From an optimization exercise on the open Yosys and OpenROAD flow, aimed at small area, a short achievable clock period and few clock cycles per item; shortcuts taken in it are not production practice.
At most, simulation tests tie the RTL to the original design; equivalence was not proved.
No functional check of the RTL was part of run 1.

## flow/design.v (module list and top-level ports; edited modules follow where they fit)
// module mont_redc_ws: 1268 lines
module mont_redc_ws #(
    parameter int P_WIDTH  = 64,
    parameter int W_WIDTH  = 32,
    parameter int PD_WIDTH = 2 * P_WIDTH,
    parameter int NUM_W    = P_WIDTH / W_WIDTH
) (
    input  logic                clk,
    input  logic                rst_n,
    input  logic                in_valid,
    output logic                in_ready,
    input  logic [PD_WIDTH-1:0] Mul_in,
    input  logic [P_WIDTH-1:0]  N_in,
    input  logic [W_WIDTH-1:0]  Nprime_in,
    output logic                out_valid,
    input  logic                out_ready,
    output logic [P_WIDTH-1:0]  res_out,
    output logic [P_WIDTH:0]    res_raw_out
);
  // ...
==> flow/run.sh <==
#!/bin/bash
# synth_recipe.tcl (not shown) runs the flow's synth.tcl, then flattens the netlist and writes it again
# the make line also repeats each setting of config.mk as NAME=value (left out here)
make -C /OpenROAD-flow-scripts/flow DESIGN_CONFIG=/design/flow/config.mk WORK_HOME=/design/flow/orfs CLKGATE_MAP_FILE= SYNTH_SCRIPT=/design/flow/synth_recipe.tcl finish
==> flow/config.mk <==
export PLATFORM = sky130hd
export DESIGN_NAME = mont_redc_ws
export DESIGN_NICKNAME = mont_redc_ws
export VERILOG_FILES = /design/flow/design.v
export SDC_FILE = /design/flow/constraint.sdc
export NUM_CORES = 4
export LEC_CHECK = 0
export CAP_MARGIN = 20
export CORE_MARGIN = 2
export CORE_UTILIZATION = 40
export SLEW_MARGIN = 80
==> flow/constraint.sdc <==
create_clock -name core_clock -period 16.0 [get_ports {clk}]
set_input_delay 3.2000 -clock core_clock [delete_from_list [all_inputs] [get_ports {clk}]]
set_output_delay 3.2000 -clock core_clock [all_outputs]
set_load 0.01 [all_outputs]
==> results by group, run 1 <==
Run status
  – Outcome: complete, no violations

Global route
  – Global-route wire length before repair: 165000 µm
  – Initial antenna violation count: 3
  – M3 GR Usage: 3.73%
  – Largest net degree at the start of global routing: 40
  – GR Util met1: 33.9%
  – Number of global-route vias before repair: 26788

Setup path
  – Crit path from: m63l
  – Critical Path RT: between 15 and 20 ns
  – Critical Path AT: 7.96 ns

Logic synthesis
  – Synth Area in Compound Gates: 13.0%
  – Simple-gate share of the synthesized area: 6.72%
  – Post-synth top area share: 23.1%
  – Area of the mapped netlist: between 30000 and 40000 µm²
  – Yosys cell types: 79

Final layout
  – Final Core Density: between 40% and 50%
  – #MultiIn Comb: 2361
  – Commonest non-fill, non-tap cell in the layout: inv_1
  – Register area: 6860 µm²
  – Seq/total area: 16.6%
  – Number of flip-flops under the largest register name: 66
  – Layout overhead on the synthesized area: 22.6%
  – # fillers: 7725
  – Leading cell kind: multi-input combinational cells
  – Fraction of area in multi-input gates: between 50% and 60%

Route
  – First-pass DRT Iterations: 8
  – Top layer used by detailed routing: met4

Clock tree
  – Clock buffer count from CTS: 36
  – Post-CTS sizing: 0

Hold path
  – Min-Delay Path Depth: 1

Placed design
  – DP Area: 39600 µm²

Timing
  – Final setup fails: 0
  – Final hold vios: 0

Floorplan
  – Die width: 294 µm
==> run 2, diff against run 1 <==
--- a/flow/design.v
+++ b/flow/design.v
@@ -11,17 +11,17 @@
     input  logic [PD_WIDTH-1:0] Mul_in,
     input  logic [P_WIDTH-1:0]  N_in,
     input  logic [W_WIDTH-1:0]  Nprime_in,
     output logic                out_valid,
     input  logic                out_ready,
     output logic [P_WIDTH-1:0]  res_out,
     output logic [P_WIDTH:0]    res_raw_out
 );
-    logic        st_load, st_step, st_fin2, last, m63l;
+    logic        st_load, st_step, st_fin2, last, m63l, m63l_x;
     logic [2:0]  cnt;
     logic        free, pv, go, la_on;
     assign la_on = ~st_load;
     logic [65:0] w;
     logic [63:0] r;
     logic        rneg;
     logic        qtop;
     logic [7:0]  q_q, nt_q;
@@ -61,18 +61,18 @@
     assign e0[64:33] = (({32{~one_x[0]}} & {1'b0, n_q[63:33]}) | ({32{~two_x[0]}} & n_q[63:32])) ^ {32{~neg_x[0]}};
     assign e1[32:0] = (({33{one[1]}} & n_q[32:0]) | ({33{two[1]}} & {n_q[31:0], 1'b0})) ^ {33{neg[1]}};
     assign e1[64:33] = (({32{~one_x[1]}} & {1'b0, n_q[63:33]}) | ({32{~two_x[1]}} & n_q[63:32])) ^ {32{~neg_x[1]}};
     assign e2[32:0] = (({33{one[2]}} & n_q[32:0]) | ({33{two[2]}} & {n_q[31:0], 1'b0})) ^ {33{neg[2]}};
     assign e2[64:33] = (({32{~one_x[2]}} & {1'b0, n_q[63:33]}) | ({32{~two_x[2]}} & n_q[63:32])) ^ {32{~neg_x[2]}};
     assign e3[32:0] = (({33{one[3]}} & n_q[32:0]) | ({33{two[3]}} & {n_q[31:0], 1'b0})) ^ {33{neg[3]}};
     assign e3[64:33] = (({32{~one_x[3]}} & {1'b0, n_q[63:33]}) | ({32{~two_x[3]}} & n_q[63:32])) ^ {32{~neg_x[3]}};
     logic [63:0] thi_f, nm_f;
-    assign thi_f = r & {64{last}};
-    assign nm_f  = n_q & {64{m63l}};
+    assign thi_f = r;
+    assign nm_f  = {n_q[63:32] & {32{~m63l_x}}, n_q[31:0] & {32{m63l}}};
     logic [73:0] ts, tc, x;
     wire t1, t2, t3, t4, t5, t6, t7, t8, t9, t10, t11, t12, t13, t14, t15, t16, t17, t18, t19, t20, t21, t22, t23, t24, t25, t26, t27, t28, t29, t30, t31, t32, t33, t34, t35, t36, t37, t38, t39, t40, t41, t42, t43, t44, t45, t46, t47, t48, t49, t50, t51, t52, t53, t54, t55, t56, t57, t58, t59, t60, t61, t62, t63, t64, t65, t66, t67, t68, t69, t70, t71, t72, t73, t74, t75, t76, t77, t78, t79, t80, t81, t82, t83, t84, t85, t86, t87, t88, t89, t90, t91, t92, t93, t94, t95, t96, t97, t98, t99, t100, t101, t102, t103, t104, t105, t106, t107, t108, t109, t110, t111, t112, t113, t114, t115, t116, t117, t118, t119, t120, t121, t122, t123, t124, t125, t126, t127, t128, t129, t130, t131, t132, t133, t134, t135, t136, t137, t138, t139, t140, t141, t142, t143, t144, t145, t146, t147, t148, t149, t150, t151, t152, t153, t154, t155, t156, t157, t158, t159, t160, t161, t162, t163, t164, t165, t166, t167, t168, t169, t170, t171, t172, t173, t174, t175, t176, t177, t178, t179, t180, t181, t182, t183, t184, t185, t186, t187, t188, t189, t190, t191, t192, t193, t194, t195, t196, t197, t198, t199, t200, t201, t202, t203, t204, t205, t206, t207, t208, t209, t210, t211, t212, t213, t214, t215, t216, t217, t218, t219, t220, t221, t222, t223, t224, t225, t226, t227, t228, t229, t230, t231, t232, t233, t234, t235, t236, t237, t238, t239, t240, t241, t242, t243, t244, t245, t246, t247, t248, t249, t250, t251, t252, t253, t254, t255, t256, t257, t258, t259, t260, t261, t262, t263, t264, t265, t266, t267, t268, t269, t270, t271, t272, t273, t274, t275, t276, t277, t278, t279, t280, t281, t282, t283, t284, t285, t286, t287, t288, t289, t290, t291, t292, t293, t294, t295, t296, t297, t298, t299, t300, t301, t302, t303, t304, t305, t306, t307, t308, t309, t310, t311, t312, t313, t314, t315, t316, t317, t318, t319, t320, t321, t322, t323, t324, t325, t326, t327, t328, t329, t330, t331, t332, t333, t334, t335, t336, t337, t338, t339, t340, t341, t342, t343, t344, t345, t346, t347, t348, t349, t350, t351, t352, t353, t354, t355, t356, t357, t358, t359, t360, t361, t362, t363, t364, t365, t366, t367, t368, t369, t370, t371, t372, t373, t374, t375, t376, t377, t378, t379, t380, t381, t382, t383, t384, t385, t386, t387, t388, t389, t390, t391, t392, t393, t394, t395, t396, t397, t398, t399, t400, t401, t402, t403, t404, t405, t406, t407, t408, t409, t410, t411, t412, t413, t414, t415, t416, t417, t418, t419, t420, t421, t422, t423, t424, t425, t426, t427, t428, t429, t430, t431, t432, t433, t434, t435, t436, t437, t438, t439, t440, t441, t442, t443, t444, t445, t446, t447, t448, t449, t450, t451, t452, t453, t454, t455, t456, t457, t458, t459, t460, t461, t462, t463, t464, t465, t466, t467, t468, t469, t470, t471, t472, t473, t474, t475, t476, t477, t478, t479, t480, t481, t482, t483, t484, t485, t486, t487, t488, t489, t490, t491, t492, t493, t494, t495, t496, t497, t498, t499, t500, t501, t502, t503, t504, t505, t506, t507, t508, t509, t510, t511, t512, t513, t514, t515, t516, t517, t518, t519, t520, t521, t522, t523, t524, t525, t526, t527, t528, t529, t530, t531, t532, t533, t534, t535, t536, t537, t538, t539, t540, t541, t542, t543, t544, t545, t546, t547, t548, t549, t550, t551, t552, t553, t554, t555, t556, t557, t558, t559, t560, t561, t562, t563, t564, t565, t566, t567, t568, t569, t570, t571, t572, t573, t574, t575, t576, t577, t578, t579, t580, t581, t582, t583, t584, t585, t586, t587, t588, t589, t590, t591, t592, t593, t594, t595, t596, t597, t598, t599, t600, t601, t602, t603, t604, t605, t606, t607, t608, t609, t610, t611, t612, t613, t614, t615, t616, t617, t618, t619, t620, t621, t622, t623, t624, t625, t626, t627, t628, t629, t630, t631, t632, t633, t634, t635, t636, t637, t638, t639, t640, t641, t642, t643, t644, t645, t646, t647, t648, t649, t650, t651, t652, t653, t654, t655, t656, t657, t658, t659, t660, t661, t662, t663, t664, t665, t666, t667, t668, t669, t670, t671, t672, t673, t674, t675, t676, t677, t678, t679, t680, t681, t682, t683, t684, t685, t686, t687, t688, t689, t690, t691, t692, t693, t694, t695, t696, t697, t698, t699, t700, t701, t702, t703, t704, t705, t706, t707, t708, t709, t710, t711, t712, t713, t714, t715, t716, t717, t718, t719, t720, t721, t722, t723, t724, t725, t726, t727, t728, t729, t730, t731, t732, t733, t734, t735, t736, t737, t738, t739, t740, t741, t742, t743, t744, t745, t746, t747, t748, t749, t750, t751, t752, t753, t754, t755, t756, t757, t758, t759, t760, t761, t762, t763, t764, t765, t766, t767, t768, t769, t770, t771, t772, t773, t774, t775, t776, t777, t778, t779, t780, t781, t782, t783, t784, t785, t786, t787, t788, t789, t790, t791, t792, t793, t794, t795, t796, t797, t798, t799, t800, t801, t802, t803, t804, t805, t806, t807, t808, t809, t810, t811, t812, t813, t814, t815, t816, t817, t818, t819, t820, t821, t822, t823, t824, t825, t826, t827, t828, t829, t830, t831, t832, t833, t834, t835, t836, t837, t838, t839, t840, t841, t842, t843, t844, t845, t846, t847, t848, t849, t850, t851, t852, t853, t854, t855, t856, t857, t858, t859, t860, t861, t862, t863, t864, t865, t866, t867, t868, t869, t870, t871, t872, t873, t874, t875, t876, t877, t878, t879, t880, t881, t882, t883, t884, t885, t886, t887, t888, t889, t890, t891, t892, t893, t894, t895, t896, t897, t898, t899, t900, t901, t902, t903, t904, t905, t906, t907, t908, t909, t910, t911, t912, t913, t914, t915, t916, t917, t918, t919, t920, t921, t922, t923, t924, t925, t926, t927;
     assign t1 = w[8] ^ thi_f[0];
     assign t2 = w[8] & thi_f[0];
     assign t3 = w[9] ^ thi_f[1] ^ nm_f[1];
     assign t4 = (w[9] & thi_f[1]) | (w[9] & nm_f[1]) | (thi_f[1] & nm_f[1]);
     assign t5 = w[10] ^ last ^ thi_f[2];
     assign t6 = (w[10] & last) | (w[10] & thi_f[2]) | (last & thi_f[2]);
@@ -1239,30 +1239,34 @@
         two  <= two_d;
         neg  <= neg_d;
         one_x <= ~one_d;
         two_x <= ~two_d;
         neg_x <= ~neg_d;
     end
     always_ff @(posedge clk) begin
         if (!rst_n) begin
-            last <= 1'b0;
-            m63l <= 1'b0;
+            last   <= 1'b0;
+            m63l   <= 1'b0;
+            m63l_x <= 1'b1;
         end else begin
-            last <= st_step && (cnt == 3'd6);
-            m63l <= st_step && (cnt == 3'd6) && la_next[7];
+            last   <= st_step && (cnt == 3'd6);
+            m63l   <= st_step && (cnt == 3'd6) && la_next[7];
+            m63l_x <= ~(st_step && (cnt == 3'd6) && la_next[7]);
         end
     end
     always_ff @(posedge clk) begin
         if (st_step) begin
             w    <= x[73:8];
+            if (cnt == 3'd6)      r <= Mul_in[127:64];
+            else if (cnt == 3'd7) r <= '0;
         end else if (st_fin2) begin
             r    <= x[63:0];
             rneg <= x[65];
         end else begin
             nt_q <= la_next;
             if (free) begin
                 w <= {2'b0, Mul_in[63:0]};
-                r <= Mul_in[127:64];
+                r <= '0;
             end
         end
     end
 endmodule
==> flow/config.mk (replaced) <==
export PLATFORM = sky130hd
export DESIGN_NAME = mont_redc_ws
export DESIGN_NICKNAME = mont_redc_ws
export VERILOG_FILES = /design/flow/design.v
export SDC_FILE = /design/flow/constraint.sdc
export NUM_CORES = 4
export LEC_CHECK = 0
export CAP_MARGIN = 20
export CORE_MARGIN = 2
export CORE_UTILIZATION = 40
export SLEW_MARGIN = 60
==> results by group, run 2 <==
Run status
  – Outcome: complete, no violations (unchanged)

Logic synthesis
  – Area contributors post-synth: fa_1 (25%), edfxtp_1 (13%), dfxtp_1 (7.7%) (was fa_1 (23%), edfxtp_1 (12%), xnor2_1 (7.7%))
  – Number of enable flip-flop cells after synthesis: 139 (unchanged)
  – Register area share after synthesis: 20.2% (was 20.0%)
  – Simple-gate share of the synthesized area: 6.92% (was 6.72%)
  – Synth top cells by count: inv_1 (674), fa_1 (419), xnor2_1 (282) (was inv_1 (622), fa_1 (389), xnor2_1 (297))
  – Mapped Cells: 3577 (was 3550)
  – Yosys warns: 3 (unchanged)
  – Synth Area in XOR/XNOR: 11.5% (was 12.2%)
  – Post-synth top area share: 25.2% (was 23.1%)
  – Largest family of logic cells by synthesized area: adder cells (unchanged)
  – Synth Area in Compound Gates: 14.4% (was 13.0%)
  – Yosys reg bits: 267 (was 266)
  – Leading cell type by number of instances after synthesis: inv_1 (unchanged)
  – Mean post-synth cell area: 9.32 µm² (was 9.48 µm²)
  – Yosys top cell by area: fa_1 (unchanged)
  – Area of the mapped netlist: 33300 µm² (was 33600 µm²)
  – Synthesized Nets: 4387 (was 4357)
  – Multiplexer area fraction after synthesis: 3.77% (was 6.76%)
  – Synth Area in Adders: 31.3% (was 30.2%)
  – Post-synth ARST share: 0% (unchanged)
  – Dominant synthesized flop cell: edfxtp_1 (unchanged)
  – Yosys cell types: 77 (was 79)

Route
  – Routed length per instance: 23.7 µm (was 22.3 µm)
  – First-pass DRT Iterations: 5 (was 8)
  – DRC viols: 0 (unchanged)
  – Total routed wirelength: 114000 µm (was 110000 µm)
  – Routed Antenna Nets: 0 (unchanged)
  – Vias per std cell: 5.50 (was 5.38)
  – First DRT Iteration DRCs: 2362 (was 2006)
  – Via count of the routed design: 26378 (was 26389)

Final layout
  – Largest reg by FF count: w (unchanged)
  – Final Core Density: 46.7% (was 49.5%)
  – Biggest regs: w (66), n_q (64), r (64) (unchanged)
  – # fillers: 7924 (was 7725)
  – Most frequent cells in the layout: inv_1 (671), fa_1 (419), clkdlybuf4s50_1 (334) (was inv_1 (603), fa_1 (389), clkdlybuf4s50_1 (336))
  – Final nets: 4511 (was 4599)
  – Layout overhead on the synthesized area: 15.2% (was 22.6%)
  – Number of flip-flops under the largest register name: 66 (unchanged)
  – Post-Layout Cell Count: 4795 (was 4901)
  – Layout cell share with drive strength beyond 1: 7.04% (was 17.6%)
  – Commonest non-fill, non-tap cell in the layout: inv_1 (unchanged)

Setup path
  – Critical Path RT: 16.31 ns (was 16.45 ns)
  – Worst r2r dst: w[56] (was w[62])
  – Critical Path AT: 7.32 ns (was 7.96 ns)
  – Nature of the critical path startpoint: flop (unchanged)
  – Worst r2r src: last (was m63l)
  – Reg2Reg Depth: 21 (was 32)
  – R2R Setup Slk: 8.98 ns (was 8.49 ns)
  – WS Path Type: reg2reg (unchanged)
  – Worst Setup End Kind: flop (unchanged)
  – Max FO, Critical Path: 11 (was 19)

Timing
  – Slew headroom: 57.5% (was 78.5%)
  – Measured slew at the worst slew-check pin: 0.633 ns (was 0.322 ns)
  – Tmin final: 7.02 ns (was 7.51 ns)
  – Max Freq: 143 MHz (was 133 MHz)
  – Hold slack: 0.530 ns (was 0.515 ns)
  – Final setup fails: 0 (unchanged)
  – RSZ-0062 raised after global routing: false (unchanged)
  – Max-slew violations: 0 (unchanged)
  – Clock Skew: 0.0235 ns (was 0.0509 ns)
  – Sum Neg Setup Slack: 0 ns (unchanged)
  – Period utilization: 43.8% (was 46.9%)
  – Final hold vios: 0 (unchanged)

Job
  – Max Cap Violations: 0 (unchanged)

Clock tree
  – Post-CTS setup repair buffer count: 0 (unchanged)
  – Post-CTS sizing: 0 (unchanged)
  – Clk slew on worst S/H paths: 0.06 ns (about the same)
  – Skew-Pair Late Insertion Delay: 0.57 ns (was 0.59 ns)
  – H-Tree Depth: 2 (unchanged)
  – Clock buffer count from CTS: 34 (was 36)
  – Maximum buffer depth of the clock tree: 3 (unchanged)
  – Clk sinks: 267 (was 266)
  – CTS hold repair buffers: 0 (unchanged)
  – CTS root buf: clkbuf_16 (unchanged)
  – CTS tree: done (unchanged)

Floorplan
  – Std cell rows: 105 (was 106)
  – Die width: 293 µm (was 294 µm)
  – Total die area: 85700 µm² (was 86400 µm²)
  – Die Y-Extent: 293 µm (was 294 µm)
  – Initial core utilization: 40.5% (was 40.3%)
  – Core area: 82200 µm² (was 83400 µm²)
  – IO Pins: 359 (unchanged)

Hold path
  – Min-Delay Path Depth: 1 (unchanged)
  – Hold Path Class: reg2reg (unchanged)
  – Hold Path Sink: pv (was last)
  – Hold_sp: in_ready (was cnt[2])

Global route
  – Grt total ovfl: 0 (unchanged)
  – Largest net degree at the start of global routing: 65 (was 40)
  – Initial antenna violation count: 2 (was 3)
  – Number of global-route vias before repair: 26832 (was 26788)
  – Global-route usage over all layers: 26.6% (was 25.2%)
  – Global-route wire length before repair: 171000 µm (was 165000 µm)

Placed design
  – Cells after DPL: 4734 (was 4820)
  – Detail Placement HPWL: 87000 µm (was 87400 µm)
  – RD Place Congestion: 0.938 (was 0.940)
  – I/O Buffers: 334 (unchanged)
## run 2: changes by cell type after synthesis, moves of 15 or more
cell     before  now
xnor2_1     297  282
a22o_1        0   52
fa_1        389  419
a21oi_1     144  109
ha_1        190  163
and2_1       84   52
o21ai_0      39   94
mux2_2      193  101
inv_1       622  674
## run 2: area by class of cell
cell class / count / area, µm² / share of cell area [%]
timing repair buffer: 377 / 3820 / 9.96
tap: 1070 / 1340 / 3.49
antenna: 1 / 2.50 / 0.00652
clock inverter: 14 / 146 / 0.381
multi-input combinational: 2326 / 22700 / 59.2
clock buffer: 45 / 953 / 2.48
inverter: 695 / 2620 / 6.82
sequential: 267 / 6790 / 17.7
## run 2: worst max path at each step
stage	start	end	slack (ns)	cells past startpoint
CTS	last	w[56]	9.00	21
finish	last	w[56]	8.98	21
floorplan	out_ready	w[0]	7.52	2
detailed placement	last	w[56]	9.04	21
global placement	last	w[58]	8.60	19
global route	last	w[56]	8.66	21
## run 2: cell families (layout without fill, tap and decap cells)
family,Yosys count,count (layout)
xor gates and xnor gates,438,438
DFF,267,267
adders and majority gates,582,582
buffers and inverters,984,1131
other,0,1
muxes,111,111
and+or+nand+nor,480,480
AOI/OAI and AO/OA,715,715
## run 2: metrics by stage
step	setup WS (ns)	area, µm²
final	8.98	38400
after global routing	8.66	38400
after CTS	9.00	38300
after detailed placement	9.04	37200
after global placement	8.60	36900
after floorplan	7.52	33300
## run 2: metal layers
metal	wire length, µm	part of all wire, %	vias to the layer above	global-route usage, %
met2	49600	44	1279	40.4
met3	10900	9.6	219	5.73
met5	0	0	-	0
met4	4760	4.2	0	10.2
met1	48300	43	13079	37.0
li1	-	-	11801	-
## run 2: critical path: stages (launching register included)
cell	delay (ns)
dfxtp_1	0.45
inv_2	0.48
buf_4	0.42
buf_16	0.22
fa_1	0.45
fa_1	0.52
inv_1	0.05
fa_1	0.51
inv_1	0.06
fa_1	0.54
inv_1	0.05
ha_1	0.43
nand2_1	0.11
or4_1	0.56
or2_0	0.25
o221ai_1	0.32
nor2_1	0.12
a21oi_2	0.25
a31oi_1	0.27
o21bai_1	0.23
xor2_1	0.15
mux2_2	0.29
Testbench counts of run 2, summed over its fixed seeds: cycles 48,016, items 4,800.
==> run 3, diff against run 2 <==
==> flow/flow/run.sh (new file) <==
#!/bin/bash
# The standard layout (standard.sh: ORFS synth .. finish) with two changes:
#  - port buffers use the smallest buffer cell (every port still gets its own buffer)
#  - the setup repair over-fixes: repair_timing aims at 9 ns of setup slack instead of 0
export BUFFER_PORTS_ARGS="-buffer_cell sky130_fd_sc_hd__buf_1"
export SETUP_SLACK_MARGIN=9
bash standard.sh > standard.log 2>&1
==> flow/standard.sh (new file) <==
#!/bin/bash
# synth_recipe.tcl (not shown) runs the flow's synth.tcl, then flattens the netlist and writes it again
# the make line also repeats each setting of config.mk as NAME=value (left out here)
make -C /OpenROAD-flow-scripts/flow DESIGN_CONFIG=/design/flow/config.mk WORK_HOME=/design/flow/orfs CLKGATE_MAP_FILE= SYNTH_SCRIPT=/design/flow/synth_recipe.tcl "${@:-finish}"
removed: flow/run.sh
==> results by group, run 3 <==
Run status
  – Outcome: complete, no violations (unchanged)

Setup path
  – CP most frequent cell: fa_1 (unchanged)
  – R2R Setup Slk: 9.14 ns (was 8.98 ns)
  – Critical Path AT: 7.21 ns (was 7.32 ns)
  – Max FO, Critical Path: 19 (was 11)
  – Critical Path RT: 16.35 ns (was 16.31 ns)
  – Critical path's top delay family: adder cells (unchanged)
  – CP max stage delay: 0.55 ns (was 0.56 ns)
  – Worst path slowest cell: fa_1 (was or4_1)
  – WS Path Type: reg2reg (unchanged)
  – Worst Setup End Kind: flop (unchanged)
  – CP bufs+invs: 5 (was 6)
  – Nature of the critical path startpoint: flop (unchanged)
  – CP cell instances: buf_4 > inv_4 > xnor2_1 > fa_1 > inv_1 > fa_1 > fa_1 > inv_1 > fa_1 > inv_1 > ha_1 > nand3_1 > a211o_1 > a311o_1 > a211oi_2 > o21ai_1 > a21oi_2 > a31oi_1 > o21bai_1 > xor2_1 > mux2_2 (was inv_2 > buf_4 > buf_16 > fa_1 > fa_1 > inv_1 > fa_1 > inv_1 > fa_1 > inv_1 > ha_1 > nand2_1 > or4_1 > or2_0 > o221ai_1 > nor2_1 > a21oi_2 > a31oi_1 > o21bai_1 > xor2_1 > mux2_2)

Clock tree
  – Clk slew on worst S/H paths: 0.06 ns (about the same)
  – Maximum buffer depth of the clock tree: 3 (unchanged)
  – Clk sinks: 267 (unchanged)
  – Clock buffer count from CTS: 34 (unchanged)
  – CTS tree: done (unchanged)
  – H-Tree Depth: 2 (unchanged)
  – CTS root buf: clkbuf_16 (unchanged)
  – CTS hold repair buffers: 0 (unchanged)
  – Skew-Pair Late Insertion Delay: 0.60 ns (was 0.57 ns)

Timing
  – Period utilization: 42.9% (was 43.8%)
  – Clock Skew: 0.0466 ns (was 0.0235 ns)
  – RSZ-0062 raised after global routing: false (unchanged)
  – Final hold vios: 0 (unchanged)
  – Sum Neg Setup Slack: 0 ns (unchanged)
  – Tmin final: 6.86 ns (was 7.02 ns)
  – Final setup fails: 0 (unchanged)
  – Max Freq: 146 MHz (was 143 MHz)
  – Max-slew violations: 0 (unchanged)
  – Measured slew at the worst slew-check pin: 0.630 ns (was 0.633 ns)
  – Hold slack: 0.521 ns (was 0.530 ns)
  – Slew headroom: 57.7% (was 57.5%)

Logic synthesis
  – Leading cell type by number of instances after synthesis: inv_1 (unchanged)
  – Dominant synthesized flop cell: edfxtp_1 (unchanged)
  – Post-synth top area share: 25.2% (unchanged)
  – Post-synth ARST share: 0% (unchanged)
  – Yosys cell types: 77 (unchanged)
  – Yosys top cell by area: fa_1 (unchanged)
  – Area contributors post-synth: fa_1 (25%), edfxtp_1 (13%), dfxtp_1 (7.7%) (unchanged)
  – Area of the mapped netlist: 33300 µm² (unchanged)
  – Synthesized Nets: 4387 (unchanged)
  – Mean post-synth cell area: 9.32 µm² (unchanged)
  – Synth top cells by count: inv_1 (674), fa_1 (419), xnor2_1 (282) (unchanged)
  – Mapped Cells: 3577 (unchanged)
  – Yosys reg bits: 267 (unchanged)
  – Register area share after synthesis: 20.2% (unchanged)
  – Yosys warns: 3 (unchanged)
  – Number of enable flip-flop cells after synthesis: 139 (unchanged)

Floorplan
  – Die Y-Extent: 293 µm (unchanged)
  – Die width: 293 µm (unchanged)
  – Initial core utilization: 40.5% (unchanged)
  – Core area: 82200 µm² (unchanged)
  – Std cell rows: 105 (unchanged)
  – IO Pins: 359 (unchanged)
  – Total die area: 85700 µm² (unchanged)

Route
  – Via count of the routed design: 26325 (was 26378)
  – Total routed wirelength: 113000 µm (was 114000 µm)
  – Vias per std cell: 5.48 (was 5.50)
  – DRC viols: 0 (unchanged)
  – Routed length per instance: 23.5 µm (was 23.7 µm)
  – First-pass DRT Iterations: 6 (was 5)
  – First DRT Iteration DRCs: 2365 (was 2362)
  – Routed Antenna Nets: 0 (unchanged)

Final layout
  – Final nets: 4512 (was 4511)
  – Post-Layout Cell Count: 4801 (was 4795)
  – Most frequent cells in the layout: inv_1 (672), fa_1 (419), buf_1 (334) (was inv_1 (671), fa_1 (419), clkdlybuf4s50_1 (334))
  – Layout cell share with drive strength beyond 1: 7.22% (was 7.04%)
  – Biggest regs: w (66), n_q (64), r (64) (unchanged)
  – Commonest non-fill, non-tap cell in the layout: inv_1 (unchanged)
  – Layout overhead on the synthesized area: 8.98% (was 15.2%)
  – Final Core Density: 44.2% (was 46.7%)
  – Largest reg by FF count: w (unchanged)
  – Number of flip-flops under the largest register name: 66 (unchanged)

Global route
  – Global-route wire length before repair: 168000 µm (was 171000 µm)
  – Number of global-route vias before repair: 26476 (was 26832)
  – Largest net degree at the start of global routing: 67 (was 65)
  – Initial antenna violation count: 4 (was 2)
  – Grt total ovfl: 0 (unchanged)
  – Global-route usage over all layers: 26.2% (was 26.6%)

Hold path
  – Hold Path Class: reg2reg (unchanged)

Placed design
  – I/O Buffers: 334 (unchanged)
  – Detail Placement HPWL: 87600 µm (was 87000 µm)
  – RD Place Congestion: 0.952 (was 0.938)
  – Cells after DPL: 4734 (unchanged)

Job
  – Max Cap Violations: 0 (unchanged)
==> run 3: path summary, 6_finish.rpt <==
path                                end  cells after the start  startpoint
worst max register to register    w[56]                     21      neg[1]
worst min register to register  st_load                      3          pv
worst max-delay path              w[56]                     21      neg[1]
worst min-delay path            st_load                      3          pv
==> run 3: area by class of cell <==
type	count	area, µm²
flip-flops and latches	267	6780
multi-input cells	2326	22800
inverters	695	2620
well taps	1070	1340
clock inverters	16	211
fillers	8101	45900
diodes	4	10.0
clock buffers	45	922
repair buffers	378	1680
==> run 3: metrics by stage <==
| step | setup slack, ns | area [µm²] |
|---|---|---|
| after floorplan | 9.10 | 33300 |
| after global placement | 8.68 | 34900 |
| after detailed placement | 9.09 | 35100 |
| after CTS | 9.04 | 36200 |
| after global routing | 9.00 | 36300 |
| final | 9.14 | 36300 |
==> run 3: routing by layer <==
layer	global-route usage, %	share of wire, %
met1	36.4	43
met2	39.8	44
met3	5.60	9.4
met4	10.5	4.2
met5	0	0.015
==> run 3: kinds of logic (layout without fill, tap and decap cells) <==
family                     count (synthesis)  count (layout)  synth area share, %
xor gates and xnor gates                 438             438                 11.5
muxes                                    111             111                 3.77
buffers and inverters                    984            1134                 11.9
DFF                                      267             267                 20.2
and+or+nand+nor                          480             480                 6.92
AOI/OAI and AO/OA                        715             715                 14.4
other                                      0               4                    0
adders and majority gates                582             582                 31.3
==> run 3: timing repair <==
action,in CTS,in global routing
gates resized for setup,0,7
endpoints found under the setup margin,0,15
setup buffers,0,0
==> run 3: tightest hold or removal path, stage by stage (launching register included) <==
cell	delay, ns
dfxtp_1	0.30
nand3b_1	0.09
nand2_1	0.06
nand2_1	0.05

-- separate check: timing with driven ports --
No port has a modelled driver above. Below, the same layouts with a new extraction and two added sets of constraints. Step 1 assumes that a clkbuf_16 drives the clock port and a buf_2 every other input. Step 2 also shifts input and output timing later by t, the mid clock arrival at the registers, as if the neighbouring blocks saw the same clock. Slacks: ideal ports / drivers / drivers and shift; pairs: ideal ports / drivers.
run	t, ns	setup slack, ns	hold slack, ns	clock arrival spread, ns	worst register clock-pin slew, ns
run 1	0.633	8.491 / 8.491 / 8.491	0.515 / 0.515 / 0.515	0.051 / 0.050	0.07 / 0.07
run 2	0.629	8.985 / 8.985 / 8.985	0.530 / 0.530 / 0.530	0.023 / 0.023	0.07 / 0.07
run 3	0.639	9.140 / 9.140 / 9.140	0.521 / 0.521 / 0.521	0.047 / 0.047	0.07 / 0.07
After both steps setup and hold are still met in every run listed.
